What follows belongs to an exercise in optimizing a design on an open flow for a short achievable clock period and few clock cycles per item; a production flow would make more cautious choices. Function was checked by simulation only, so behaviour that the tests miss may differ from the original. No activity file was given, so power comes from the tool's default toggle rates.

## flow/run.sh

```bash
#!/bin/bash
# synth_recipe.tcl (not shown) runs the flow's synth.tcl, then flattens the netlist and writes it again
# the make line also repeats each setting of config.mk as NAME=value (left out here)
make -C /OpenROAD-flow-scripts/flow DESIGN_CONFIG=/design/flow/config.mk WORK_HOME=/design/flow/orfs CLKGATE_MAP_FILE= SYNTH_SCRIPT=/design/flow/synth_recipe.tcl finish
```

## flow/config.mk

```make
export PLATFORM = sky130hd
export DESIGN_NAME = bilevel_run_length_encoder_unit
export DESIGN_NICKNAME = bilevel_run_length_encoder_unit
export VERILOG_FILES = /design/flow/design.v
export SDC_FILE = /design/flow/constraint.sdc
export NUM_CORES = 4
export LEC_CHECK = 0
export CAP_MARGIN = 20
export CORE_MARGIN = 2
export CORE_UTILIZATION = 35
export PLACE_DENSITY = 0.5
export SLEW_MARGIN = 20
```

## flow/constraint.sdc

```tcl
create_clock -name core_clock -period 8.0 [get_ports {i_clk}]
set_input_delay 1.6000 -clock core_clock [delete_from_list [all_inputs] [get_ports {i_clk}]]
set_output_delay 1.6000 -clock core_clock [all_outputs]
set_load 0.01 [all_outputs]
```

## flow/design.v

```verilog
`timescale 1ns / 1ps
`default_nettype none
package blre_pkg;
    localparam int MAX_WIDTH = 1024;
    localparam int COL_W     = $clog2(MAX_WIDTH);
    localparam int WID_W     = 13;
    localparam int HGT_W     = 15;
    localparam int CFG_W     = 15;
    localparam int CFG_IDX_W = 2;
    localparam int RUN_W     = 30;
    localparam int K_W       = 5;
    localparam int HDR_BITS  = 56;
    localparam int HCNT_W    = 6;
    localparam logic [WID_W-1:0] MAX_WIDTH_W = WID_W'(MAX_WIDTH);
    localparam logic [15:0]      HDR_MAGIC   = 16'hBBAD;
    localparam logic [CFG_IDX_W-1:0] CFG_IMAGE_WIDTH   = 2'd0;
    localparam logic [CFG_IDX_W-1:0] CFG_IMAGE_HEIGHT  = 2'd1;
    localparam logic [CFG_IDX_W-1:0] CFG_FILTER_ENABLE = 2'd2;
    typedef struct packed {
        logic [WID_W-1:0] image_width;
        logic [HGT_W-1:0] image_height;
        logic             filter_enable;
    } t_cfg;
    typedef struct packed {
        logic bit_vld;
        logic bit_val;
        logic done;
        logic eoi;
        logic clr;
    } t_pk_req;
    typedef struct packed {
        logic rdy;
        logic empty;
    } t_pk_ack;
endpackage
`default_nettype wire
`timescale 1ns / 1ps
`default_nettype none
module blre_ram #(
    parameter int WIDTH = 1,
    parameter int DEPTH = 2
) (
    input  wire logic                     i_clk,
    input  wire logic                     i_we,
    input  wire logic [$clog2(DEPTH)-1:0] i_waddr,
    input  wire logic [WIDTH-1:0]         i_wdata,
    input  wire logic                     i_re,
    input  wire logic [$clog2(DEPTH)-1:0] i_raddr,
    output logic      [WIDTH-1:0]         o_rdata
);
    logic [WIDTH-1:0] r_mem [DEPTH];
    logic [WIDTH-1:0] r_rdata;
    always_ff @(posedge i_clk) begin
        if (i_we) begin
            r_mem[i_waddr] <= i_wdata;
        end
        if (i_re) begin
            r_rdata <= r_mem[i_raddr];
        end
    end
    assign o_rdata = r_rdata;
endmodule
`default_nettype wire
`timescale 1ns / 1ps
`default_nettype none
import blre_pkg::*;
module blre_ctrl (
    input  wire logic                       i_clk,
    input  wire logic                       i_rst_n,
    input  wire blre_pkg::t_cfg             i_cfg,
    input  wire logic                       i_in_valid,
    output logic                            o_in_stall,
    input  wire logic                       i_pixel,
    output logic                            o_ram_we,
    output logic [blre_pkg::COL_W-1:0]      o_ram_waddr,
    output logic                            o_ram_wdata,
    output logic                            o_ram_re,
    output logic [blre_pkg::COL_W-1:0]      o_ram_raddr,
    input  wire logic                       i_ram_rdata,
    output blre_pkg::t_pk_req               o_req,
    input  wire blre_pkg::t_pk_ack          i_ack
);
    localparam logic [2:0] S_IDLE   = 3'd0;
    localparam logic [2:0] S_PROC   = 3'd1;
    localparam logic [2:0] S_HDR    = 3'd2;
    localparam logic [2:0] S_WSTART = 3'd3;
    localparam logic [2:0] S_WBITS  = 3'd4;
    localparam logic [2:0] S_FLUSH  = 3'd5;
    localparam logic [2:0] S_DONE   = 3'd6;
    function automatic logic [RUN_W-1:0] len_m1(input logic [RUN_W-1:0] len);
        len_m1 = (len == RUN_W'(0)) ? RUN_W'(0) : len - RUN_W'(1);
    endfunction
    logic [2:0]          r_state, n_state;
    logic [COL_W-1:0]    r_col, n_col;
    logic [HGT_W-1:0]    r_row, n_row;
    logic                r_raw;
    logic                r_color, n_color;
    logic [RUN_W-1:0]    r_len, n_len;
    logic [RUN_W-1:0]    r_rem, n_rem;
    logic [RUN_W-1:0]    r_lim, n_lim;
    logic [K_W-1:0]      r_k, n_k;
    logic [K_W-1:0]      r_j, n_j;
    logic                r_last_word, n_last_word;
    logic                r_fin, n_fin;
    logic                r_end, n_end;
    logic [HDR_BITS-1:0] r_hdr, n_hdr;
    logic [HCNT_W-1:0]   r_hcnt, n_hcnt;
    logic [WID_W-1:0]    w_eff;
    logic [HGT_W-1:0]    h_eff;
    logic [COL_W-1:0]    col_eff;
    logic                accept;
    logic                pix;
    logic                first;
    logic                last_col;
    logic                last_row;
    logic                img_end;
    logic [RUN_W-1:0]    len_inc;
    logic                do_post;
    always_comb begin
        if (i_cfg.image_width == '0) begin
            w_eff = WID_W'(1);
        end else if (i_cfg.image_width > MAX_WIDTH_W) begin
            w_eff = MAX_WIDTH_W;
        end else begin
            w_eff = i_cfg.image_width;
        end
        h_eff = (i_cfg.image_height == '0) ? HGT_W'(1) : i_cfg.image_height;
        if (WID_W'(r_col) >= w_eff) begin
            col_eff = COL_W'(w_eff - WID_W'(1));
        end else begin
            col_eff = r_col;
        end
    end
    assign o_in_stall  = (r_state != S_IDLE);
    assign accept      = i_in_valid && (r_state == S_IDLE);
    assign o_ram_re    = accept;
    assign o_ram_raddr = col_eff;
    assign o_ram_we    = (r_state == S_PROC);
    assign o_ram_waddr = r_col;
    assign o_ram_wdata = r_raw;
    always_comb begin
        pix      = r_raw ^ (i_cfg.filter_enable && (r_row != '0) && i_ram_rdata);
        first    = (r_col == '0) && (r_row == '0);
        last_col = (WID_W'(r_col) + WID_W'(1)) >= w_eff;
        last_row = ({1'b0, r_row} + (HGT_W + 1)'(1)) >= {1'b0, h_eff};
        img_end  = last_col && last_row;
        len_inc  = r_len + RUN_W'(1);
    end
    always_comb begin
        n_state     = r_state;
        n_col       = r_col;
        n_row       = r_row;
        n_color     = r_color;
        n_len       = r_len;
        n_rem       = r_rem;
        n_lim       = r_lim;
        n_k         = r_k;
        n_j         = r_j;
        n_last_word = r_last_word;
        n_fin       = r_fin;
        n_end       = r_end;
        n_hdr       = r_hdr;
        n_hcnt      = r_hcnt;
        o_req       = '0;
        do_post     = 1'b0;
        case (r_state)
            S_IDLE: begin
                if (accept) begin
                    n_col   = col_eff;
                    n_state = S_PROC;
                end
            end
            S_PROC: begin
                n_fin = img_end;
                n_end = img_end;
                if (last_col) begin
                    n_col = '0;
                    n_row = last_row ? '0 : r_row + HGT_W'(1);
                end else begin
                    n_col = r_col + COL_W'(1);
                end
                if (first) begin
                    o_req.clr = 1'b1;
                    n_hdr   = {HDR_MAGIC, 3'b000, w_eff, 1'b0, h_eff, 6'b000000,
                               i_cfg.filter_enable, pix};
                    n_hcnt  = '0;
                    n_color = pix;
                    n_len   = RUN_W'(1);
                    n_state = S_HDR;
                end else if (pix != r_color) begin
                    n_rem   = len_m1(r_len);
                    n_color = pix;
                    n_len   = RUN_W'(1);
                    n_lim   = RUN_W'(1);
                    n_k     = K_W'(1);
                    n_state = S_WSTART;
                end else if (img_end) begin
                    n_rem   = len_m1(len_inc);
                    n_fin   = 1'b0;
                    n_len   = '0;
                    n_color = 1'b0;
                    n_lim   = RUN_W'(1);
                    n_k     = K_W'(1);
                    n_state = S_WSTART;
                end else begin
                    n_len   = len_inc;
                    n_state = S_IDLE;
                end
            end
            S_HDR: begin
                o_req.bit_vld = 1'b1;
                o_req.bit_val = r_hdr[HDR_BITS-1];
                if (i_ack.rdy) begin
                    n_hdr  = {r_hdr[HDR_BITS-2:0], 1'b0};
                    n_hcnt = r_hcnt + HCNT_W'(1);
                    if (r_hcnt == HCNT_W'(HDR_BITS - 1)) begin
                        do_post = 1'b1;
                    end
                end
            end
            S_WSTART: begin
                if (r_rem < r_lim) begin
                    n_last_word = 1'b1;
                end else begin
                    n_rem       = r_rem - r_lim;
                    n_last_word = 1'b0;
                end
                n_j     = r_k - K_W'(1);
                n_state = S_WBITS;
            end
            S_WBITS: begin
                o_req.bit_vld = 1'b1;
                o_req.bit_val = r_last_word ? r_rem[r_j] : 1'b1;
                if (i_ack.rdy) begin
                    if (r_j == '0) begin
                        if (r_last_word) begin
                            do_post = 1'b1;
                        end else begin
                            n_lim   = {r_lim[RUN_W-2:0], 1'b1};
                            n_k     = r_k + K_W'(1);
                            n_state = S_WSTART;
                        end
                    end else begin
                        n_j = r_j - K_W'(1);
                    end
                end
            end
            S_FLUSH: begin
                if (i_ack.empty) begin
                    n_state = S_DONE;
                end else begin
                    o_req.bit_vld = 1'b1;
                    o_req.bit_val = 1'b0;
                end
            end
            S_DONE: begin
                o_req.done = 1'b1;
                o_req.eoi  = r_end;
                if (i_ack.rdy) begin
                    n_end   = 1'b0;
                    n_state = S_IDLE;
                end
            end
            default: begin
                n_state = S_IDLE;
            end
        endcase
        if (do_post) begin
            if (r_fin) begin
                n_fin   = 1'b0;
                n_rem   = len_m1(r_len);
                n_len   = '0;
                n_color = 1'b0;
                n_lim   = RUN_W'(1);
                n_k     = K_W'(1);
                n_state = S_WSTART;
            end else if (r_end) begin
                n_state = S_FLUSH;
            end else begin
                n_state = S_DONE;
            end
        end
    end
    always_ff @(posedge i_clk) begin
        if (!i_rst_n) begin
            r_state <= S_IDLE;
            r_col   <= '0;
            r_row   <= '0;
            r_color <= 1'b0;
            r_len   <= '0;
            r_fin   <= 1'b0;
            r_end   <= 1'b0;
        end else begin
            r_state <= n_state;
            r_col   <= n_col;
            r_row   <= n_row;
            r_color <= n_color;
            r_len   <= n_len;
            r_fin   <= n_fin;
            r_end   <= n_end;
        end
    end
    always_ff @(posedge i_clk) begin
        if (accept) begin
            r_raw <= i_pixel;
        end
        r_rem       <= n_rem;
        r_lim       <= n_lim;
        r_k         <= n_k;
        r_j         <= n_j;
        r_last_word <= n_last_word;
        r_hdr       <= n_hdr;
        r_hcnt      <= n_hcnt;
    end
endmodule
`default_nettype wire
`timescale 1ns / 1ps
`default_nettype none
import blre_pkg::*;
module blre_pack (
    input  wire logic             i_clk,
    input  wire logic             i_rst_n,
    input  wire blre_pkg::t_pk_req i_req,
    output blre_pkg::t_pk_ack     o_ack,
    output logic                  o_out_valid,
    input  wire logic             i_out_stall,
    output logic [7:0]            o_out_byte,
    output logic                  o_last_of_batch,
    output logic                  o_end_of_image
);
    logic [7:0] r_acc;
    logic [2:0] r_cnt;
    logic [7:0] r_hold;
    logic       r_hold_vld;
    logic       r_ovld;
    logic [7:0] r_obyte;
    logic       r_olast;
    logic       r_oeoi;
    logic [7:0] n_acc;
    logic [2:0] n_cnt;
    logic       n_hold_vld;
    logic       n_ovld;
    logic       out_free;
    logic       push_bit;
    logic       do_done;
    logic       complete;
    logic       move;
    always_comb begin
        out_free  = !r_ovld || !i_out_stall;
        o_ack.empty = (r_cnt == 3'd0);
        if (i_req.done) begin
            o_ack.rdy = !r_hold_vld || out_free;
        end else begin
            o_ack.rdy = (r_cnt != 3'd7) || !r_hold_vld || out_free;
        end
        push_bit = i_req.bit_vld && o_ack.rdy;
        do_done  = i_req.done && o_ack.rdy;
        complete = push_bit && (r_cnt == 3'd7);
        move     = r_hold_vld && (complete || do_done);
        n_acc = push_bit ? {r_acc[6:0], i_req.bit_val} : r_acc;
        if (i_req.clr) begin
            n_cnt = 3'd0;
        end else begin
            n_cnt = push_bit ? r_cnt + 3'd1 : r_cnt;
        end
        n_hold_vld = r_hold_vld;
        if (complete) begin
            n_hold_vld = 1'b1;
        end else if (do_done) begin
            n_hold_vld = 1'b0;
        end
        if (move) begin
            n_ovld = 1'b1;
        end else if (!i_out_stall) begin
            n_ovld = 1'b0;
        end else begin
            n_ovld = r_ovld;
        end
    end
    always_ff @(posedge i_clk) begin
        if (!i_rst_n) begin
            r_cnt      <= '0;
            r_hold_vld <= 1'b0;
            r_ovld     <= 1'b0;
        end else begin
            r_cnt      <= n_cnt;
            r_hold_vld <= n_hold_vld;
            r_ovld     <= n_ovld;
        end
    end
    always_ff @(posedge i_clk) begin
        r_acc <= n_acc;
        if (complete) begin
            r_hold <= n_acc;
        end
        if (move) begin
            r_obyte <= r_hold;
            r_olast <= do_done;
            r_oeoi  <= do_done && i_req.eoi;
        end
    end
    assign o_out_valid     = r_ovld;
    assign o_out_byte      = r_obyte;
    assign o_last_of_batch = r_olast;
    assign o_end_of_image  = r_oeoi;
endmodule
`default_nettype wire
`timescale 1ns / 1ps
`default_nettype none
import blre_pkg::*;
module bilevel_run_length_encoder_unit (
    input  wire logic                             i_clk,
    input  wire logic                             i_rst_n,
    input  wire logic                             i_cfg_we,
    input  wire logic [blre_pkg::CFG_IDX_W-1:0]   i_cfg_idx,
    input  wire logic [blre_pkg::CFG_W-1:0]       i_cfg_data,
    input  wire logic                             i_in_valid,
    output logic                                  o_in_stall,
    input  wire logic                             i_pixel,
    output logic                                  o_out_valid,
    input  wire logic                             i_out_stall,
    output logic [7:0]                            o_out_byte,
    output logic                                  o_last_of_batch,
    output logic                                  o_end_of_image
);
    blre_pkg::t_cfg             r_cfg, n_cfg;
    blre_pkg::t_pk_req          pk_req;
    blre_pkg::t_pk_ack          pk_ack;
    logic             ram_we;
    logic [COL_W-1:0] ram_waddr;
    logic             ram_wdata;
    logic             ram_re;
    logic [COL_W-1:0] ram_raddr;
    logic             ram_rdata;
    always_comb begin
        n_cfg = r_cfg;
        if (i_cfg_we) begin
            case (i_cfg_idx)
                CFG_IMAGE_WIDTH:   n_cfg.image_width   = i_cfg_data[WID_W-1:0];
                CFG_IMAGE_HEIGHT:  n_cfg.image_height  = i_cfg_data[HGT_W-1:0];
                CFG_FILTER_ENABLE: n_cfg.filter_enable = i_cfg_data[0];
                default: begin
                    n_cfg = r_cfg;
                end
            endcase
        end
    end
    always_ff @(posedge i_clk) begin
        if (!i_rst_n) begin
            r_cfg.image_width   <= WID_W'(1);
            r_cfg.image_height  <= HGT_W'(1);
            r_cfg.filter_enable <= 1'b0;
        end else begin
            r_cfg <= n_cfg;
        end
    end
    blre_ctrl u_ctrl (
        .i_clk       (i_clk),
        .i_rst_n     (i_rst_n),
        .i_cfg       (r_cfg),
        .i_in_valid  (i_in_valid),
        .o_in_stall  (o_in_stall),
        .i_pixel     (i_pixel),
        .o_ram_we    (ram_we),
        .o_ram_waddr (ram_waddr),
        .o_ram_wdata (ram_wdata),
        .o_ram_re    (ram_re),
        .o_ram_raddr (ram_raddr),
        .i_ram_rdata (ram_rdata),
        .o_req       (pk_req),
        .i_ack       (pk_ack)
    );
    blre_ram #(
        .WIDTH (1),
        .DEPTH (MAX_WIDTH)
    ) u_line (
        .i_clk   (i_clk),
        .i_we    (ram_we),
        .i_waddr (ram_waddr),
        .i_wdata (ram_wdata),
        .i_re    (ram_re),
        .i_raddr (ram_raddr),
        .o_rdata (ram_rdata)
    );
    blre_pack u_pack (
        .i_clk           (i_clk),
        .i_rst_n         (i_rst_n),
        .i_req           (pk_req),
        .o_ack           (pk_ack),
        .o_out_valid     (o_out_valid),
        .i_out_stall     (i_out_stall),
        .o_out_byte      (o_out_byte),
        .o_last_of_batch (o_last_of_batch),
        .o_end_of_image  (o_end_of_image)
    );
endmodule
`default_nettype wire
```

==> run summary <==
-- where the power goes --
part / switching, uW / internal (uW) / leakage [uW]
clock network: 2810 / 3670 / 0.00221
logic: 3010 / 1820 / 0.00941
registers: 115 / 7450 / 0.0114
-- kinds of logic after synthesis --
logic type / Yosys count / synth area share [%]
AND/OR/NAND/NOR: 2088 / 14.30
flip-flops: 1280 / 59.83
buffers and inverters: 542 / 3.648
adder cells (fa/ha/maj): 83 / 1.703
XOR/XNOR: 151 / 2.153
AO/OA/AOI/OAI: 787 / 8.678
multiplexers: 564 / 9.691
-- cell usage after synthesis, types with 10 or more instances --
cell type and n:
nor2_1 1328, edfxtp_1 1112, mux2i_1 404, nand2_1 376, clkbuf_1 342, dfxtp_1 168
mux2_2 149, a21oi_1 136, o22ai_1 128, o21ai_0 115, xnor2_1 88, ha_1 82
inv_1 80, nand3_1 65, xor2_1 63, buf_2 62, o211ai_1 60, nand4_1 58
a22oi_1 49, nor3_1 42, a21boi_0 38, a221oi_1 34, nor2b_1 34, o221ai_1 34
a2111oi_0 32, a21o_1 32, and2_1 31, buf_4 28, and3_1 25, nand2b_1 25
buf_1 24, nor4_1 22, nor3b_1 19, a31oi_1 18, a211oi_1 17, or3_1 15
o21a_1 14, o31ai_1 11, a211o_1 10
-- layout by cell type (no fill, tap or decap), types with 98 or more instances in the layout --
| cell type | synthesis | final |
|---|---|---|
| nor2_1 | 1328 | 1325 |
| edfxtp_1 | 1112 | 1112 |
| mux2i_1 | 404 | 401 |
| nand2_1 | 376 | 322 |
| dfxtp_1 | 168 | 168 |
| clkbuf_16 | 0 | 152 |
| mux2_2 | 149 | 146 |
| a21oi_1 | 136 | 136 |
| o22ai_1 | 128 | 127 |
| o21ai_0 | 115 | 115 |
| buf_4 | 28 | 98 |
-- path summary, 6_finish.rpt --
path                                       start           endpoint  slack (ns)  cells after the start
worst max-delay path                   r_cfg[17]     u_line.r_rdata        1.10                     22
worst min register to register  u_pack.r_hold[0]  u_pack.r_obyte[0]        0.42                      0
worst max register to register         r_cfg[17]     u_line.r_rdata        1.10                     22
worst min-delay path            u_pack.r_hold[0]  u_pack.r_obyte[0]        0.42                      0
-- area by class of cell --
type | instances | area share, %
flip-flops and latches | 1280 | 53.43
multi-input cells | 3673 | 33.10
clock buffers | 189 | 5.760
well taps | 2325 | 4.229
repair buffers | 155 | 2.208
clock inverters | 75 | 0.8130
inverters | 83 | 0.4547
-- worst register-to-register path: cells and delay by family, from the launching register on --
kind | cells | cell delay [ns]
mux | 2 | 0.82
flops | 1 | 0.34
simple gates | 7 | 1.92
fa+ha+maj | 1 | 0.32
compound gates | 9 | 2.43
buf+inv | 3 | 0.81
-- flip-flops by register name, summed over array words and instances (netlist names), 10 cells and up --
signal / count
u_ctrl.r_rem: 30
u_ctrl.r_lim: 30
u_ctrl.r_row: 15
u_ctrl.r_hdr: 56
u_ctrl.r_len: 30
u_ctrl.r_col: 10
u_line.r_mem: 1024
r_cfg: 29
-- through the flow --
| step | area, um2 | util [%] | hold WS [ns] |
|---|---|---|---|
| 2_1_floorplan | 61430 | - | 0.4003 |
| 3_5_place_dp | 64170 | 36.83 | 0.4045 |
| 6_report | 68790 | 39.49 | 0.4174 |
| 5_1_grt | 68790 | 39.49 | 0.4203 |
| 3_3_place_gp | 64110 | 36.80 | 0.4047 |
| 4_1_cts | 68690 | 39.43 | 0.4187 |
-- per-layer routing --
metal	global-route usage, %	part of all wire (%)	vias to the layer above
li1	-	-	19470
met4	6.246	2.7	0
met1	27.35	44	21280
met2	33.29	48	1066
met5	0	0	-
met3	2.895	5.0	290
==> results.sh <==
export IMPL_overflow=0
export IMPL_critPathRequiredTime_ns=8.51
export IMPL_io_buffers=34
export IMPL_leakagePower_uw=0.02298
export IMPL_numClockSinks=1280
export IMPL_die_height_um=423.0
export IMPL_dpl_hpwl_mm=101.0
export IMPL_slowest_delay_ns=0.59
export IMPL_cpMaxStageDelayCell="a211oi_1"
export IMPL_first_pass_iters=6
export IMPL_vias=42110
export IMPL_grt_pass1_wl_mm=272.0
export IMPL_total_power_uw=18870
export IMPL_synth_edf_count=1112
export IMPL_maxCapViolations=0
export IMPL_crit_chain="or4_4 > or4_4 > o41ai_4 > buf_4 > nand2_1 > ha_1 > a21o_1 > a21oi_1 > o21ai_0 > o21ai_2 > mux2i_4 > buf_4 > buf_4 > mux2_2 > a221oi_1 > o211ai_1 > nand4_1 > nand2_1 > nor4bb_1 > a211oi_1 > a211oi_1 > nor4_1"
export IMPL_post_place_ws_ns=1.072
export IMPL_cts_root_buffer="clkbuf_16"
export IMPL_finalHoldViolations=0
export IMPL_power_density_mw_per_mm2=274.3
export IMPL_n_antenna_cell=0
export IMPL_syn_inst=5495
export IMPL_synthFlopType="edfxtp_1"
export IMPL_ys_async_sr_fraction_pct=0
export IMPL_period_needed_ns=6.903
export IMPL_drcViolationCount=0
export IMPL_synth_warnings=4
export IMPL_cts_max_path_buffers=3
export IMPL_pin_count=35
export IMPL_synth_seq_cells=1280
export IMPL_yosysSeqAreaShare_pct=59.83
export IMPL_ant_nets=0
export IMPL_avgSynthCellArea_um2=11.18
export IMPL_n_fill_cell=17060
export IMPL_numCtsBuffers=149
export IMPL_slew_viol_final=0
export IMPL_grt_max_degree=284
export IMPL_setup_viol=0
export IMPL_synth_area_mm2=0.06143
export IMPL_crit_arrival_ns=7.42
export IMPL_outcome="complete, no violations"
export IMPL_drt_wirelength_per_cell_um=23.56
export IMPL_hold_buffers=0
export IMPL_insertion_delay_ns=0.81
export IMPL_worstSetupPathType="register to register"
export IMPL_cts_tree="done"
export IMPL_rows=153
export IMPL_dp_cells=7514
export IMPL_track_usage_pct=20.16
export IMPL_gp_congestion=0.8089
export IMPL_drive_gt1_share_pct=10.67
export IMPL_worstHoldPathType="register to register"
export IMPL_end_kind="register"
export IMPL_synth_top_cell_by_area="edfxtp_1"
export IMPL_syn_to_final_growth_pct=11.98
export IMPL_worstMarginPinSlew_ns=1.199
export IMPL_fp_dieW_um=423.0
export IMPL_rsz0062_at_grt="false"
export IMPL_post_cts_setup_buffer_count=0
export IMPL_setup_ws_ns=1.097
export IMPL_ys_types=81
export IMPL_post_route_period_util_pct=86.29
export IMPL_multi_input_area_mm2=0.02277
export IMPL_cp_top_family="compound AO/OA/AOI/OAI gates"
export IMPL_clock_skew_ns=0.03920
export IMPL_grt_pass1_vias=41220
export IMPL_core_area_mm2=0.1742
export IMPL_seq_area_mm2=0.03676
export IMPL_netlist_area_leader_share_pct=54.36
export IMPL_ir_drop_mv=0.2377
export IMPL_ys_top_cells_by_area="edfxtp_1 (54%), nor2_1 (8.1%), mux2i_1 (6.6%)"
export IMPL_clk_pin_slew_ns=0.06
export IMPL_fin_cells=7780
export IMPL_cts_resized=0
export IMPL_synth_nets=5601
export IMPL_setup_tns_final_ns=0
export IMPL_finalNetCount=5448
export IMPL_path_buf_inv=3
export IMPL_htree_levels=4
export IMPL_wirelength_mm=183.3
export IMPL_initial_core_util_pct=35.26
export IMPL_antenna_found_initial=5
export IMPL_timing_critical_path_mode_cell="buf_4"
export IMPL_crit_fanout=22
export IMPL_max_slew_margin_rel_pct=19.68
export IMPL_viasPerCell=5.412
export IMPL_drt_iter0_drc=3738
export IMPL_die_area_mm2=0.1789
export IMPL_fmax_ghz=0.1449
export IMPL_crit_path_start_kind="register"
Testbench counts, summed over its fixed seeds: cycles 259,293, pixels 86,579.

## static timing again, ports no longer ideal
How much do the figures lean on ideal ports? The routed layout below was timed once more, with nothing changed but the port constraints. Step 1: set_driving_cell puts a clkbuf_16 on i_clk and a buf_2 on each other input, an assumption about the parent block. Step 2 times the ports against the registers' clock, not the clock port: input delays grow and output delays shrink by t, the midpoint of the rising clock arrivals with the driver on. Slacks: ideal ports / drivers / drivers and shift; pairs: ideal ports / drivers.
shift t [ns]: 0.869
setup WS [ns]: 1.097 / 1.097 / 1.097
worst setup path at the end: register to register
pins driven straight from the clock port: 1
After both steps this run still meets setup and hold. For this run, drivers alone change the setup slack by 0.000 ns; drivers and shift together by 0.000 ns.
